Source: an optimization exercise on an open RTL-to-GDS flow (aim: small area, a short achievable clock period and few clock cycles per item). Production flows keep margins and buffers that such runs may drop. Only simulation tests tie the RTL to the original design; equivalence was not proved.

==> inputs of v11 <==
==> flow/design.v <==
    localparam logic [159:0] H_INIT = {
        32'hc3d2e1f0, 32'h10325476, 32'h98badcfe, 32'hefcdab89, 32'h67452301
    };
    localparam logic [31:0] K_0 = 32'h5a827999;
    localparam logic [31:0] K_1 = 32'h6ed9eba1;
    localparam logic [31:0] K_2 = 32'h8f1bbcdc;
    localparam logic [31:0] K_3 = 32'hca62c1d6;
    function automatic logic [1:0] round_grp(input logic [6:0] r);
        if (r < 7'd20)      round_grp = 2'd0;
        else if (r < 7'd40) round_grp = 2'd1;
        else if (r < 7'd60) round_grp = 2'd2;
        else                round_grp = 2'd3;
    endfunction
`default_nettype none
module sha1bs_datapath (
    input  logic        aclk,
    input  logic        aresetn,
    input  logic        blk_full,
    input  logic [31:0] blk_top,
    input  logic        blk_first,
    input  logic        blk_last,
    output logic        drain,
    output logic        drain_end,
    output logic        m_tvalid,
    input  logic        m_tready,
    output logic [39:0] m_tdata,
    output logic        m_tlast
);
    localparam logic [159:0] H_INIT = {
        32'hc3d2e1f0, 32'h10325476, 32'h98badcfe, 32'hefcdab89, 32'h67452301
    };
    localparam logic [31:0] K_0 = 32'h5a827999;
    localparam logic [31:0] K_1 = 32'h6ed9eba1;
    localparam logic [31:0] K_2 = 32'h8f1bbcdc;
    localparam logic [31:0] K_3 = 32'hca62c1d6;
    function automatic logic [1:0] round_grp(input logic [6:0] r);
        if (r < 7'd20)      round_grp = 2'd0;
        else if (r < 7'd40) round_grp = 2'd1;
        else if (r < 7'd60) round_grp = 2'd2;
        else                round_grp = 2'd3;
    endfunction
    logic [511:0] w_q;                  
    logic [31:0]  a_q, b_q, c_q, d_q, p_q;    
    logic [31:0]  tl_q;                 
    logic [31:0]  a2_q;                 
    logic [4:0][31:0] h_q;
    logic [6:0]   r_q;                  
    logic         is64_q, is75_q, is76_q, is77_q, is78_q, is79_q, hi_q;   
    logic         real_q;               
    logic         drn_q;                
    logic         first_q, last_q;      
    logic [1:0]   gn_q, kg_q;           
    logic [31:0]  fx_q, fy_q;           
    logic [31:0]  q_q;                  
    logic         pk_q;                 
    logic         pk0_q;                
    logic         upk_q;                
    logic         h0w_q;                
    logic         obp_q, obp2_q;        
    logic         ob_q;                 
    logic [2:0]   oi_q, oi_next;
    logic [31:0]  od_q;                 
    logic         ol_q;                 
    logic         ok, start, adv, hwr;
    logic [6:0]   r_next, r_succ2;
    logic [31:0]  c_n, d_n, fx_n, fy_n;
    logic [31:0]  w_x, w_new, w_in, f, t, cs_s, cs_c, rol5a;
    logic [31:0]  h_op, h_op_n, h_op_q, h_x, h_sum, h_d;
    logic [31:0]  k_n, a2, pa1, qs, qc;
    assign ok    = !ob_q && !obp_q && !obp2_q && !pk_q;
    assign drain = (is64_q && blk_full && ok) || (r_q[6] && !is64_q && drn_q);
    assign start = is79_q && drain;
    assign drain_end = start;
    assign adv   = real_q || drain || pk_q;
    always_comb begin
        r_next = r_q;
        if (adv) begin
            if (is79_q) r_next = (drain && !pk_q) ? 7'd0 : 7'd64;
            else        r_next = r_q + 7'd1;
        end
        r_succ2 = (r_next >= 7'd78) ? r_next - 7'd78 : r_next + 7'd2;
    end
    assign w_x   = w_q[95:64] ^ w_q[255:224] ^ w_q[447:416] ^ w_q[511:480];
    assign w_new = {w_x[30:0], w_x[31]};
    always_comb begin
        case (gn_q)
            2'd0:    begin fx_n = c_n;            fy_n = d_n;         end
            2'd2:    begin fx_n = c_n | d_n;      fy_n = c_n & d_n;   end
            default: begin fx_n = ~(c_n ^ d_n);   fy_n = c_n ^ d_n;   end
        endcase
    end
    assign f = (b_q & fx_q) | (~b_q & fy_q);
    always_comb begin
        if (start && blk_first) begin
            c_n = H_INIT[2*32 +: 32];
            d_n = H_INIT[3*32 +: 32];
        end else if (start) begin
            c_n = h_q[2];
            d_n = h_q[3];
        end else begin
            c_n = {b_q[1:0], b_q[31:2]};
            d_n = c_q;
        end
    end
    assign rol5a = {a_q[26:0], a_q[31:27]};
    assign t     = rol5a + f + p_q;
    always_comb begin
        h_op_n = 32'h0;
        if (real_q || pk_q) begin
            case (r_next)
                7'd76:   h_op_n = first_q ? H_INIT[4*32 +: 32] : h_q[4];
                7'd77:   h_op_n = first_q ? H_INIT[3*32 +: 32] : h_q[3];
                7'd78:   h_op_n = first_q ? H_INIT[2*32 +: 32] : h_q[2];
                7'd79:   h_op_n = first_q ? H_INIT[1*32 +: 32] : h_q[1];
                default: h_op_n = 32'h0;
            endcase
        end
    end
    assign h_op  = h_op_q;
    assign h_x   = upk_q ? w_q[511:480] : is79_q ? a_q : {a_q[1:0], a_q[31:2]};
    assign h_sum = h_op + h_x;
    assign hwr   = (real_q && !pk_q && hi_q) || upk_q;
    assign h_d   = h_sum;
    always_comb begin
        if (!r_q[6])              w_in = w_new;
        else if (pk_q && real_q)  w_in = h_x;
        else if (pk0_q)           w_in = a_q;
        else if (pk_q)            w_in = w_q[511:480];
        else                      w_in = blk_top;
    end
    always_comb begin
        case (kg_q)
            2'd0:    k_n = K_0;
            2'd1:    k_n = K_1;
            2'd2:    k_n = K_2;
            default: k_n = K_3;
        endcase
        a2 = 32'h0;
        if (is76_q) a2 = first_q ? H_INIT[31:0] : h_q[0];
        if (is77_q) a2 = blk_first ? H_INIT[4*32 +: 32] : h_q[4];
        pa1 = is79_q ? 32'h0 : d_q;
    end
    assign qs = w_q[447:416] ^ a2_q ^ k_n;
    assign qc = (w_q[447:416] & a2_q) | (k_n & (w_q[447:416] | a2_q));
    always_ff @(posedge aclk) begin
        w_q <= {w_q[479:0], w_in};
        q_q <= qs + {qc[30:0], 1'b0};
        p_q <= pa1 + q_q;
        a2_q <= a2;
        h_op_q <= h_op_n;
        tl_q <= t;
        if (start && blk_first)  a_q <= H_INIT[0*32 +: 32];
        else if (start && !real_q) a_q <= h_q[0];
        else                     a_q <= t;
        if (start && blk_first)  b_q <= H_INIT[1*32 +: 32];
        else if (start)          b_q <= real_q ? h_sum : h_q[1];
        else                     b_q <= a_q;
        c_q  <= c_n;
        d_q  <= d_n;
        fx_q <= fx_n;
        fy_q <= fy_n;
        if (hwr) begin
            case ({r_q[6] && !hi_q, r_q[1:0]})
                3'b000:  h_q[4] <= h_d;
                3'b001:  h_q[3] <= h_d;
                3'b010:  h_q[2] <= h_d;
                3'b011:  h_q[1] <= h_d;
                default: ;
            endcase
            if (upk_q && is64_q) h_q[0] <= w_q[511:480];
        end
        if (h0w_q) h_q[0] <= tl_q;
    end
    always_ff @(posedge aclk) begin
        if (!aresetn) begin
            r_q     <= 7'd64;
            is64_q  <= 1'b1;
            is75_q  <= 1'b0;
            is76_q  <= 1'b0;
            is77_q  <= 1'b0;
            is78_q  <= 1'b0;
            is79_q  <= 1'b0;
            hi_q    <= 1'b0;
            real_q  <= 1'b0;
            drn_q   <= 1'b0;
            first_q <= 1'b0;
            last_q  <= 1'b0;
            gn_q    <= 2'd3;
            kg_q    <= 2'd3;
            pk_q    <= 1'b0;
            pk0_q   <= 1'b0;
            upk_q   <= 1'b0;
            h0w_q   <= 1'b0;
            obp_q   <= 1'b0;
            obp2_q  <= 1'b0;
            ob_q    <= 1'b0;
            oi_q    <= 3'd0;
            ol_q    <= 1'b0;
        end else begin
            r_q    <= r_next;
            is64_q <= (r_next == 7'd64);
            is75_q <= (r_next == 7'd75);
            is76_q <= (r_next == 7'd76);
            is77_q <= (r_next == 7'd77);
            is78_q <= (r_next == 7'd78);
            is79_q <= (r_next == 7'd79);
            hi_q   <= (r_next >= 7'd76);
            gn_q   <= (r_next == 7'd79) ? 2'd0 : round_grp(r_next + 7'd1);
            kg_q   <= round_grp(r_succ2);
            if (adv && is79_q) real_q <= drain && !pk_q;
            drn_q  <= drain && !is79_q;
            if (start) begin
                first_q <= blk_first;
                last_q  <= blk_last;
            end
            if (real_q && is75_q && (ob_q || obp_q || obp2_q)) pk_q <= 1'b1;
            h0w_q <= real_q && is79_q && !pk_q;
            pk0_q <= real_q && is79_q && pk_q;
            if (pk_q && !real_q && is75_q && !ob_q) upk_q <= 1'b1;
            if (upk_q && is64_q) begin
                upk_q <= 1'b0;
                pk_q  <= 1'b0;
            end
            obp_q  <= (real_q && is79_q && last_q && !pk_q) || (upk_q && is64_q && last_q);
            obp2_q <= obp_q;
            if (obp2_q) begin
                ob_q <= 1'b1;
            end else if (ob_q && m_tready && oi_q == 3'd4) begin
                ob_q <= 1'b0;
            end
            oi_q <= oi_next;
            ol_q <= (oi_next == 3'd4);
        end
    end
    always_comb begin
        if (obp2_q)                oi_next = 3'd0;
        else if (ob_q && m_tready) oi_next = (oi_q == 3'd4) ? 3'd0 : oi_q + 3'd1;
        else                       oi_next = oi_q;
    end
    always_ff @(posedge aclk) begin
        od_q <= h_q[oi_next];
    end
    assign m_tvalid = ob_q;
    assign m_tlast  = ol_q;
    assign m_tdata  = {5'b00000, oi_q, od_q};
endmodule
`default_nettype wire
`default_nettype none
module sha1bs_ctrl (
    input  logic        aclk,
    input  logic        aresetn,
    input  logic        s_tvalid,
    output logic        s_tready,
    input  logic [7:0]  s_tdata,
    input  logic        s_tuser,
    input  logic        drain,       
    input  logic        drain_end,   
    output logic        blk_full,    
    output logic [31:0] blk_top,     
    output logic        blk_first,   
    output logic        blk_last     
);
    localparam logic [159:0] H_INIT = {
        32'hc3d2e1f0, 32'h10325476, 32'h98badcfe, 32'hefcdab89, 32'h67452301
    };
    localparam logic [31:0] K_0 = 32'h5a827999;
    localparam logic [31:0] K_1 = 32'h6ed9eba1;
    localparam logic [31:0] K_2 = 32'h8f1bbcdc;
    localparam logic [31:0] K_3 = 32'hca62c1d6;
    function automatic logic [1:0] round_grp(input logic [6:0] r);
        if (r < 7'd20)      round_grp = 2'd0;
        else if (r < 7'd40) round_grp = 2'd1;
        else if (r < 7'd60) round_grp = 2'd2;
        else                round_grp = 2'd3;
    endfunction
    logic [3:0][127:0] lane_q;
    logic [6:0]  cnt_q;      
    logic        pad_q;      
    logic        zf_q;       
    logic        first_q;
    logic        last_q;
    logic [60:0] bcnt_q;     
    logic        inc_q;      
    logic        fire;
    logic        full;
    logic        byte_op;    
    logic        word_op;    
    logic [7:0]  byte_in;
    logic [31:0] word_in;
    logic [63:0] len_bits;
    assign full     = cnt_q[6];
    assign s_tready = !pad_q && !full;
    assign fire     = s_tvalid && s_tready;
    assign len_bits = {bcnt_q, 3'b000};
    always_comb begin
        byte_op = 1'b0;
        word_op = 1'b0;
        byte_in = 8'h00;
        word_in = 32'h0;
        if (drain) begin
            word_op = 1'b1;
        end else if (fire) begin
            byte_op = 1'b1;
            byte_in = s_tuser ? 8'h80 : s_tdata;
        end else if (pad_q && !full) begin
            if (cnt_q[1:0] != 2'd0) begin
                byte_op = 1'b1;
            end else begin
                word_op = 1'b1;
                if (!zf_q && cnt_q[5:3] == 3'b111) begin
                    word_in = cnt_q[2] ? len_bits[31:0] : len_bits[63:32];
                end
            end
        end
    end
    always_ff @(posedge aclk) begin
        for (int j = 0; j < 4; j++) begin
            if (word_op) begin
                lane_q[j] <= {lane_q[j][119:0], word_in[31-8*j -: 8]};
            end else if (byte_op && cnt_q[1:0] == 2'(j)) begin
                lane_q[j] <= {lane_q[j][119:0], byte_in};
            end
        end
    end
    always_ff @(posedge aclk) begin
        if (!aresetn) begin
            cnt_q   <= '0;
            pad_q   <= 1'b0;
            zf_q    <= 1'b0;
            first_q <= 1'b1;
            last_q  <= 1'b0;
            bcnt_q  <= '0;
            inc_q   <= 1'b0;
        end else begin
            inc_q <= fire && !s_tuser;
            if (inc_q) bcnt_q <= bcnt_q + 61'd1;
            if (drain_end) begin
                cnt_q   <= '0;
                first_q <= last_q;
                last_q  <= 1'b0;
            end else if (byte_op) begin
                cnt_q <= cnt_q + 7'd1;
                if (cnt_q == 7'd63) zf_q <= 1'b0;
            end else if (word_op && !drain) begin
                cnt_q <= cnt_q + 7'd4;
                if (cnt_q == 7'd60) begin
                    zf_q <= 1'b0;
                    if (!zf_q) begin
                        pad_q  <= 1'b0;
                        last_q <= 1'b1;
                        bcnt_q <= '0;
                    end
                end
            end
            if (fire && s_tuser) begin
                pad_q <= 1'b1;
                zf_q  <= (cnt_q[5:3] == 3'b111) && (cnt_q[2:0] != 3'b111);
            end
        end
    end
    assign blk_full  = full;
    assign blk_top   = {lane_q[0][127:120], lane_q[1][127:120], lane_q[2][127:120], lane_q[3][127:120]};
    assign blk_first = first_q;
    assign blk_last  = last_q;
endmodule
`default_nettype wire
`default_nettype none
module sha1_byte_stream_hasher (
    input  logic        aclk,
    input  logic        aresetn,
    input  logic        s_tvalid,
    output logic        s_tready,
    input  logic [7:0]  s_tdata,    
    input  logic        s_tuser,    
    output logic        m_tvalid,
    input  logic        m_tready,
    output logic [39:0] m_tdata,    
    output logic        m_tlast     
);
    logic        drain, drain_end;
    logic        blk_full, blk_first, blk_last;
    logic [31:0] blk_top;
    sha1bs_ctrl u_ctrl (
        .aclk      (aclk),
        .aresetn   (aresetn),
        .s_tvalid  (s_tvalid),
        .s_tready  (s_tready),
        .s_tdata   (s_tdata),
        .s_tuser   (s_tuser),
        .drain     (drain),
        .drain_end (drain_end),
        .blk_full  (blk_full),
        .blk_top   (blk_top),
        .blk_first (blk_first),
        .blk_last  (blk_last)
    );
    sha1bs_datapath u_datapath (
        .aclk      (aclk),
        .aresetn   (aresetn),
        .blk_full  (blk_full),
        .blk_top   (blk_top),
        .blk_first (blk_first),
        .blk_last  (blk_last),
        .drain     (drain),
        .drain_end (drain_end),
        .m_tvalid  (m_tvalid),
        .m_tready  (m_tready),
        .m_tdata   (m_tdata),
        .m_tlast   (m_tlast)
    );
endmodule
`default_nettype wire
==> flow/run.sh <==
#!/bin/bash
# synth_recipe.tcl (not shown) runs the flow's synth.tcl, then flattens the netlist and writes it again
# the make line also repeats each setting of config.mk as NAME=value (left out here)
make -C /OpenROAD-flow-scripts/flow DESIGN_CONFIG=/design/flow/config.mk WORK_HOME=/design/flow/orfs CLKGATE_MAP_FILE= SYNTH_SCRIPT=/design/flow/synth_recipe.tcl finish
==> flow/config.mk <==
export PLATFORM = sky130hd
export DESIGN_NAME = sha1_byte_stream_hasher
export DESIGN_NICKNAME = sha1_byte_stream_hasher
export VERILOG_FILES = /design/flow/design.v
export SDC_FILE = /design/flow/constraint.sdc
export NUM_CORES = 4
export LEC_CHECK = 0
export ABC_AREA = 1
export CAP_MARGIN = 20
export CORE_MARGIN = 2
export CORE_UTILIZATION = 40
export CTS_CLUSTER_DIAMETER = 100
export CTS_CLUSTER_SIZE = 24
export PLACE_DENSITY = 0.6
export SETUP_SLACK_MARGIN = 3.9
export SLEW_MARGIN = 20
==> flow/constraint.sdc <==
create_clock -name core_clock -period 7.0 [get_ports {aclk}]
set_input_delay 1.4000 -clock core_clock [delete_from_list [all_inputs] [get_ports {aclk}]]
set_output_delay 1.4000 -clock core_clock [all_outputs]
set_load 0.01 [all_outputs]
==> v8 (differences from v11) <==
--- a/flow/design.v
+++ b/flow/design.v
@@ -41,7 +41,5 @@
     endfunction
     logic [511:0] w_q;                  
-    logic [31:0]  a_q, b_q, c_q, d_q, p_q;    
-    logic [31:0]  tl_q;                 
-    logic [31:0]  a2_q;                 
+    logic [31:0]  a_q, b_q, c_q, d_q, e_q, p_q;
     logic [4:0][31:0] h_q;
     logic [6:0]   r_q;                  
@@ -50,23 +48,17 @@
     logic         drn_q;                
     logic         first_q, last_q;      
-    logic [1:0]   gn_q, kg_q;           
-    logic [31:0]  fx_q, fy_q;           
+    logic [1:0]   fg_q, kg_q;           
     logic [31:0]  q_q;                  
     logic         pk_q;                 
     logic         pk0_q;                
     logic         upk_q;                
-    logic         h0w_q;                
-    logic         obp_q, obp2_q;        
     logic         ob_q;                 
-    logic [2:0]   oi_q, oi_next;
-    logic [31:0]  od_q;                 
-    logic         ol_q;                 
+    logic [2:0]   oi_q;
     logic         ok, start, adv, hwr;
     logic [6:0]   r_next, r_succ2;
-    logic [31:0]  c_n, d_n, fx_n, fy_n;
     logic [31:0]  w_x, w_new, w_in, f, t, cs_s, cs_c, rol5a;
-    logic [31:0]  h_op, h_op_n, h_op_q, h_x, h_sum, h_d;
+    logic [31:0]  h_op, h_x, h_sum, h_d;
     logic [31:0]  k_n, a2, pa1, qs, qc;
-    assign ok    = !ob_q && !obp_q && !obp2_q && !pk_q;
+    assign ok    = !ob_q && !pk_q;
     assign drain = (is64_q && blk_full && ok) || (r_q[6] && !is64_q && drn_q);
     assign start = is79_q && drain;
@@ -84,45 +76,25 @@
     assign w_new = {w_x[30:0], w_x[31]};
     always_comb begin
-        case (gn_q)
-            2'd0:    begin fx_n = c_n;            fy_n = d_n;         end
-            2'd2:    begin fx_n = c_n | d_n;      fy_n = c_n & d_n;   end
-            default: begin fx_n = ~(c_n ^ d_n);   fy_n = c_n ^ d_n;   end
+        case (fg_q)
+            2'd0:    f = d_q ^ (b_q & (c_q ^ d_q));
+            2'd2:    f = (b_q & c_q) | (d_q & (b_q | c_q));
+            default: f = b_q ^ c_q ^ d_q;
         endcase
     end
-    assign f = (b_q & fx_q) | (~b_q & fy_q);
-    always_comb begin
-        if (start && blk_first) begin
-            c_n = H_INIT[2*32 +: 32];
-            d_n = H_INIT[3*32 +: 32];
-        end else if (start) begin
-            c_n = h_q[2];
-            d_n = h_q[3];
-        end else begin
-            c_n = {b_q[1:0], b_q[31:2]};
-            d_n = c_q;
-        end
-    end
     assign rol5a = {a_q[26:0], a_q[31:27]};
-    assign t     = rol5a + f + p_q;
-    always_comb begin
-        h_op_n = 32'h0;
-        if (real_q || pk_q) begin
-            case (r_next)
-                7'd76:   h_op_n = first_q ? H_INIT[4*32 +: 32] : h_q[4];
-                7'd77:   h_op_n = first_q ? H_INIT[3*32 +: 32] : h_q[3];
-                7'd78:   h_op_n = first_q ? H_INIT[2*32 +: 32] : h_q[2];
-                7'd79:   h_op_n = first_q ? H_INIT[1*32 +: 32] : h_q[1];
-                default: h_op_n = 32'h0;
-            endcase
-        end
-    end
-    assign h_op  = h_op_q;
-    assign h_x   = upk_q ? w_q[511:480] : is79_q ? a_q : {a_q[1:0], a_q[31:2]};
+    assign cs_s  = rol5a ^ f ^ p_q;
+    assign cs_c  = (rol5a & f) | (p_q & (rol5a | f));
+    assign t     = cs_s + {cs_c[30:0], 1'b0};
+    assign h_op  = ({32{is76_q}} & (first_q ? H_INIT[4*32 +: 32] : h_q[4]))
+                 | ({32{is77_q}} & (first_q ? H_INIT[3*32 +: 32] : h_q[3]))
+                 | ({32{is78_q}} & (first_q ? H_INIT[2*32 +: 32] : h_q[2]))
+                 | ({32{is79_q}} & (first_q ? H_INIT[1*32 +: 32] : h_q[1]));
+    assign h_x   = is79_q ? a_q : {a_q[1:0], a_q[31:2]};
     assign h_sum = h_op + h_x;
     assign hwr   = (real_q && !pk_q && hi_q) || upk_q;
-    assign h_d   = h_sum;
+    assign h_d   = upk_q ? w_q[511:480] : h_sum;
     always_comb begin
         if (!r_q[6])              w_in = w_new;
-        else if (pk_q && real_q)  w_in = h_x;
+        else if (pk_q && real_q)  w_in = h_sum;
         else if (pk0_q)           w_in = a_q;
         else if (pk_q)            w_in = w_q[511:480];
@@ -137,27 +109,33 @@
         endcase
         a2 = 32'h0;
-        if (is76_q) a2 = first_q ? H_INIT[31:0] : h_q[0];
-        if (is77_q) a2 = blk_first ? H_INIT[4*32 +: 32] : h_q[4];
+        if (is77_q) a2 = first_q ? H_INIT[31:0] : h_q[0];
+        if (is78_q) a2 = blk_first ? H_INIT[4*32 +: 32] : h_q[4];
         pa1 = is79_q ? 32'h0 : d_q;
     end
-    assign qs = w_q[447:416] ^ a2_q ^ k_n;
-    assign qc = (w_q[447:416] & a2_q) | (k_n & (w_q[447:416] | a2_q));
+    assign qs = w_q[447:416] ^ a2 ^ k_n;
+    assign qc = (w_q[447:416] & a2) | (k_n & (w_q[447:416] | a2));
     always_ff @(posedge aclk) begin
         w_q <= {w_q[479:0], w_in};
         q_q <= qs + {qc[30:0], 1'b0};
         p_q <= pa1 + q_q;
-        a2_q <= a2;
-        h_op_q <= h_op_n;
-        tl_q <= t;
-        if (start && blk_first)  a_q <= H_INIT[0*32 +: 32];
-        else if (start && !real_q) a_q <= h_q[0];
-        else                     a_q <= t;
-        if (start && blk_first)  b_q <= H_INIT[1*32 +: 32];
-        else if (start)          b_q <= real_q ? h_sum : h_q[1];
-        else                     b_q <= a_q;
-        c_q  <= c_n;
-        d_q  <= d_n;
-        fx_q <= fx_n;
-        fy_q <= fy_n;
+        if (start && blk_first) begin
+            a_q <= H_INIT[0*32 +: 32];
+            b_q <= H_INIT[1*32 +: 32];
+            c_q <= H_INIT[2*32 +: 32];
+            d_q <= H_INIT[3*32 +: 32];
+            e_q <= H_INIT[4*32 +: 32];
+        end else if (start) begin
+            a_q <= real_q ? t : h_q[0];
+            b_q <= real_q ? h_sum : h_q[1];
+            c_q <= h_q[2];
+            d_q <= h_q[3];
+            e_q <= h_q[4];
+        end else begin
+            a_q <= t;
+            b_q <= a_q;
+            c_q <= {b_q[1:0], b_q[31:2]};
+            d_q <= c_q;
+            e_q <= d_q;
+        end
         if (hwr) begin
             case ({r_q[6] && !hi_q, r_q[1:0]})
@@ -168,7 +146,7 @@
                 default: ;
             endcase
-            if (upk_q && is64_q) h_q[0] <= w_q[511:480];
+            if (hi_q && r_q[1:0] == 2'd3 && !upk_q) h_q[0] <= t;
+            if (upk_q && is64_q)                    h_q[0] <= w_q[511:480];
         end
-        if (h0w_q) h_q[0] <= tl_q;
     end
     always_ff @(posedge aclk) begin
@@ -186,15 +164,11 @@
             first_q <= 1'b0;
             last_q  <= 1'b0;
-            gn_q    <= 2'd3;
+            fg_q    <= 2'd3;
             kg_q    <= 2'd3;
             pk_q    <= 1'b0;
             pk0_q   <= 1'b0;
             upk_q   <= 1'b0;
-            h0w_q   <= 1'b0;
-            obp_q   <= 1'b0;
-            obp2_q  <= 1'b0;
             ob_q    <= 1'b0;
             oi_q    <= 3'd0;
-            ol_q    <= 1'b0;
         end else begin
             r_q    <= r_next;
@@ -206,5 +180,5 @@
             is79_q <= (r_next == 7'd79);
             hi_q   <= (r_next >= 7'd76);
-            gn_q   <= (r_next == 7'd79) ? 2'd0 : round_grp(r_next + 7'd1);
+            fg_q   <= round_grp(r_next);
             kg_q   <= round_grp(r_succ2);
             if (adv && is79_q) real_q <= drain && !pk_q;
@@ -214,6 +188,5 @@
                 last_q  <= blk_last;
             end
-            if (real_q && is75_q && (ob_q || obp_q || obp2_q)) pk_q <= 1'b1;
-            h0w_q <= real_q && is79_q && !pk_q;
+            if (real_q && is75_q && ob_q) pk_q <= 1'b1;
             pk0_q <= real_q && is79_q && pk_q;
             if (pk_q && !real_q && is75_q && !ob_q) upk_q <= 1'b1;
@@ -222,26 +195,16 @@
                 pk_q  <= 1'b0;
             end
-            obp_q  <= (real_q && is79_q && last_q && !pk_q) || (upk_q && is64_q && last_q);
-            obp2_q <= obp_q;
-            if (obp2_q) begin
+            if ((real_q && is79_q && last_q && !pk_q) || (upk_q && is64_q && last_q)) begin
                 ob_q <= 1'b1;
-            end else if (ob_q && m_tready && oi_q == 3'd4) begin
-                ob_q <= 1'b0;
+                oi_q <= 3'd0;
+            end else if (ob_q && m_tready) begin
+                if (oi_q == 3'd4) ob_q <= 1'b0;
+                oi_q <= oi_q + 3'd1;
             end
-            oi_q <= oi_next;
-            ol_q <= (oi_next == 3'd4);
         end
     end
-    always_comb begin
-        if (obp2_q)                oi_next = 3'd0;
-        else if (ob_q && m_tready) oi_next = (oi_q == 3'd4) ? 3'd0 : oi_q + 3'd1;
-        else                       oi_next = oi_q;
-    end
-    always_ff @(posedge aclk) begin
-        od_q <= h_q[oi_next];
-    end
     assign m_tvalid = ob_q;
-    assign m_tlast  = ol_q;
-    assign m_tdata  = {5'b00000, oi_q, od_q};
+    assign m_tlast  = (oi_q == 3'd4);
+    assign m_tdata  = {5'b00000, oi_q, h_q[oi_q]};
 endmodule
 `default_nettype wire
ABC_AREA = default   (was 1)
CORE_UTILIZATION = 55   (was 40)
CTS_CLUSTER_DIAMETER = default   (was 100)
CTS_CLUSTER_SIZE = default   (was 24)
PLACE_DENSITY = 0.72   (was 0.6)
SETUP_SLACK_MARGIN = 3.0   (was 3.9)
==> v6 (differences from v11) <==
--- a/flow/design.v
+++ b/flow/design.v
@@ -62,5 +62,5 @@
     logic [31:0]  od_q;                 
     logic         ol_q;                 
-    logic         ok, start, adv, hwr;
+    logic         ok, ok_q, ok_n, start, adv, hwr;    
     logic [6:0]   r_next, r_succ2;
     logic [31:0]  c_n, d_n, fx_n, fy_n;
@@ -68,5 +68,5 @@
     logic [31:0]  h_op, h_op_n, h_op_q, h_x, h_sum, h_d;
     logic [31:0]  k_n, a2, pa1, qs, qc;
-    assign ok    = !ob_q && !obp_q && !obp2_q && !pk_q;
+    assign ok    = ok_q;
     assign drain = (is64_q && blk_full && ok) || (r_q[6] && !is64_q && drn_q);
     assign start = is79_q && drain;
@@ -193,4 +193,5 @@
             h0w_q   <= 1'b0;
             obp_q   <= 1'b0;
+            ok_q    <= 1'b1;
             obp2_q  <= 1'b0;
             ob_q    <= 1'b0;
@@ -224,4 +225,5 @@
             obp_q  <= (real_q && is79_q && last_q && !pk_q) || (upk_q && is64_q && last_q);
             obp2_q <= obp_q;
+            ok_q   <= ok_n;
             if (obp2_q) begin
                 ob_q <= 1'b1;
@@ -233,4 +235,7 @@
         end
     end
+    assign ok_n = !(((pk_q || (real_q && is75_q && (ob_q || obp_q || obp2_q))) && !(upk_q && is64_q))
+                   || (real_q && is79_q && last_q && !pk_q) || (upk_q && is64_q && last_q)
+                   || obp_q || obp2_q || (ob_q && !(m_tready && oi_q == 3'd4)));
     always_comb begin
         if (obp2_q)                oi_next = 3'd0;
==> v28 (differences from v11) <==
--- a/flow/design.v
+++ b/flow/design.v
@@ -104,8 +104,10 @@
     end
     assign rol5a = {a_q[26:0], a_q[31:27]};
-    assign t     = rol5a + f + p_q;
+    assign cs_s  = rol5a ^ f ^ p_q;
+    assign cs_c  = (rol5a & f) | (p_q & (rol5a | f));
+    assign t     = cs_s + {cs_c[30:0], 1'b0};
     always_comb begin
         h_op_n = 32'h0;
-        if (real_q || pk_q) begin
+        if (real_q) begin
             case (r_next)
                 7'd76:   h_op_n = first_q ? H_INIT[4*32 +: 32] : h_q[4];
@@ -124,5 +126,5 @@
     always_comb begin
         if (!r_q[6])              w_in = w_new;
-        else if (pk_q && real_q)  w_in = h_x;
+        else if (pk_q && real_q)  w_in = h_sum;
         else if (pk0_q)           w_in = a_q;
         else if (pk_q)            w_in = w_q[511:480];
@@ -168,5 +170,5 @@
                 default: ;
             endcase
-            if (upk_q && is64_q) h_q[0] <= w_q[511:480];
+            if (upk_q && is64_q) h_q[0] <= h_sum;
         end
         if (h0w_q) h_q[0] <= tl_q;
CTS_CLUSTER_DIAMETER = default   (was 100)
CTS_CLUSTER_SIZE = default   (was 24)
==> comparison table <==
quantity                                                                    v6                   v8                  v28                  v11
Drt pass-1 iters                                                             6                   17                    6                    8
Met1 track demand over resource in global routing                       33.67%               38.91%               33.04%               32.56%
Area share of fa/ha/maj cells after synthesis                           6.055%               6.785%               6.156%               6.160%
Non-clock buffer share                                                  3.018%               4.361%               3.645%               3.471%
Most used standard cell by instance count after synthesis              nand2_1              dfxtp_1              dfxtp_1              dfxtp_1
Initial core utilization                                                40.38%               55.41%               40.31%               40.29%
Result of the run                                               finished clean       finished clean       finished clean       finished clean
Endpoint, Worst Hold                                       u_datapath.w_q[353]  u_datapath.w_q[316]  u_datapath.w_q[498]  u_datapath.w_q[445]
Final critical delay including setup and external delays               3105 ps              4419 ps              3260 ps              3192 ps
Die Ht                                                                404.3 µm             326.9 µm             401.0 µm             400.9 µm
Simple-gate portion of the synthesized area                             12.66%               8.218%               11.93%               11.61%
Fraction of standard cell area that is sequential                       55.23%               53.41%               52.60%               55.21%
Count of standard-cell rows                                                146                  118                  145                  145
Final worst slack                                                      3895 ps              2581 ps              3740 ps              3808 ps
CP Data Arrival Time                                                   3630 ps              5080 ps              3920 ps              3820 ps
Crit-path max FO                                                            34                    7                   15                    5
Setup slack at placement                                               2500 ps              1808 ps              2330 ps              2100 ps
Testbench counts of v11, summed over its fixed seeds: cycles 77,205, bytes 53,936.
Testbench counts of v8, summed over its fixed seeds: cycles 77,189, bytes 53,936.
Testbench counts of v6, summed over its fixed seeds: cycles 77,205, bytes 53,936.
Testbench counts of v28, summed over its fixed seeds: cycles 77,205, bytes 53,936.

what the ideal ports hide:
The flow's constraints put no driver on any port. The routed layouts listed below were extracted and timed again, unchanged, in two steps. Step 1, drivers: a clkbuf_16 drives aclk and a buf_2 each remaining input, both assumed. Step 2 moves the port delays by t, midway between the first and last clock arrival at a register: inputs arrive t later, outputs are due t later. That takes back most of the time a late clock gives input paths. Slacks: no drivers / after step 1 / after step 2; pairs: no drivers / after step 1.
run	t (ns)	slack for setup (ns)	clock arrival spread, ns
v11	0.808	3.808 / 3.808 / 3.215	0.042 / 0.043
v8	0.837	2.581 / 2.581 / 2.581	0.037 / 0.037
v6	0.799	3.895 / 3.861 / 3.254	0.072 / 0.071
v28	0.875	3.740 / 3.740 / 3.156	0.064 / 0.065
After both steps setup and hold are still met in every run listed. The setup slack of v6, which loses most, moves by -0.034 ns with the drivers and by -0.641 ns with both steps.
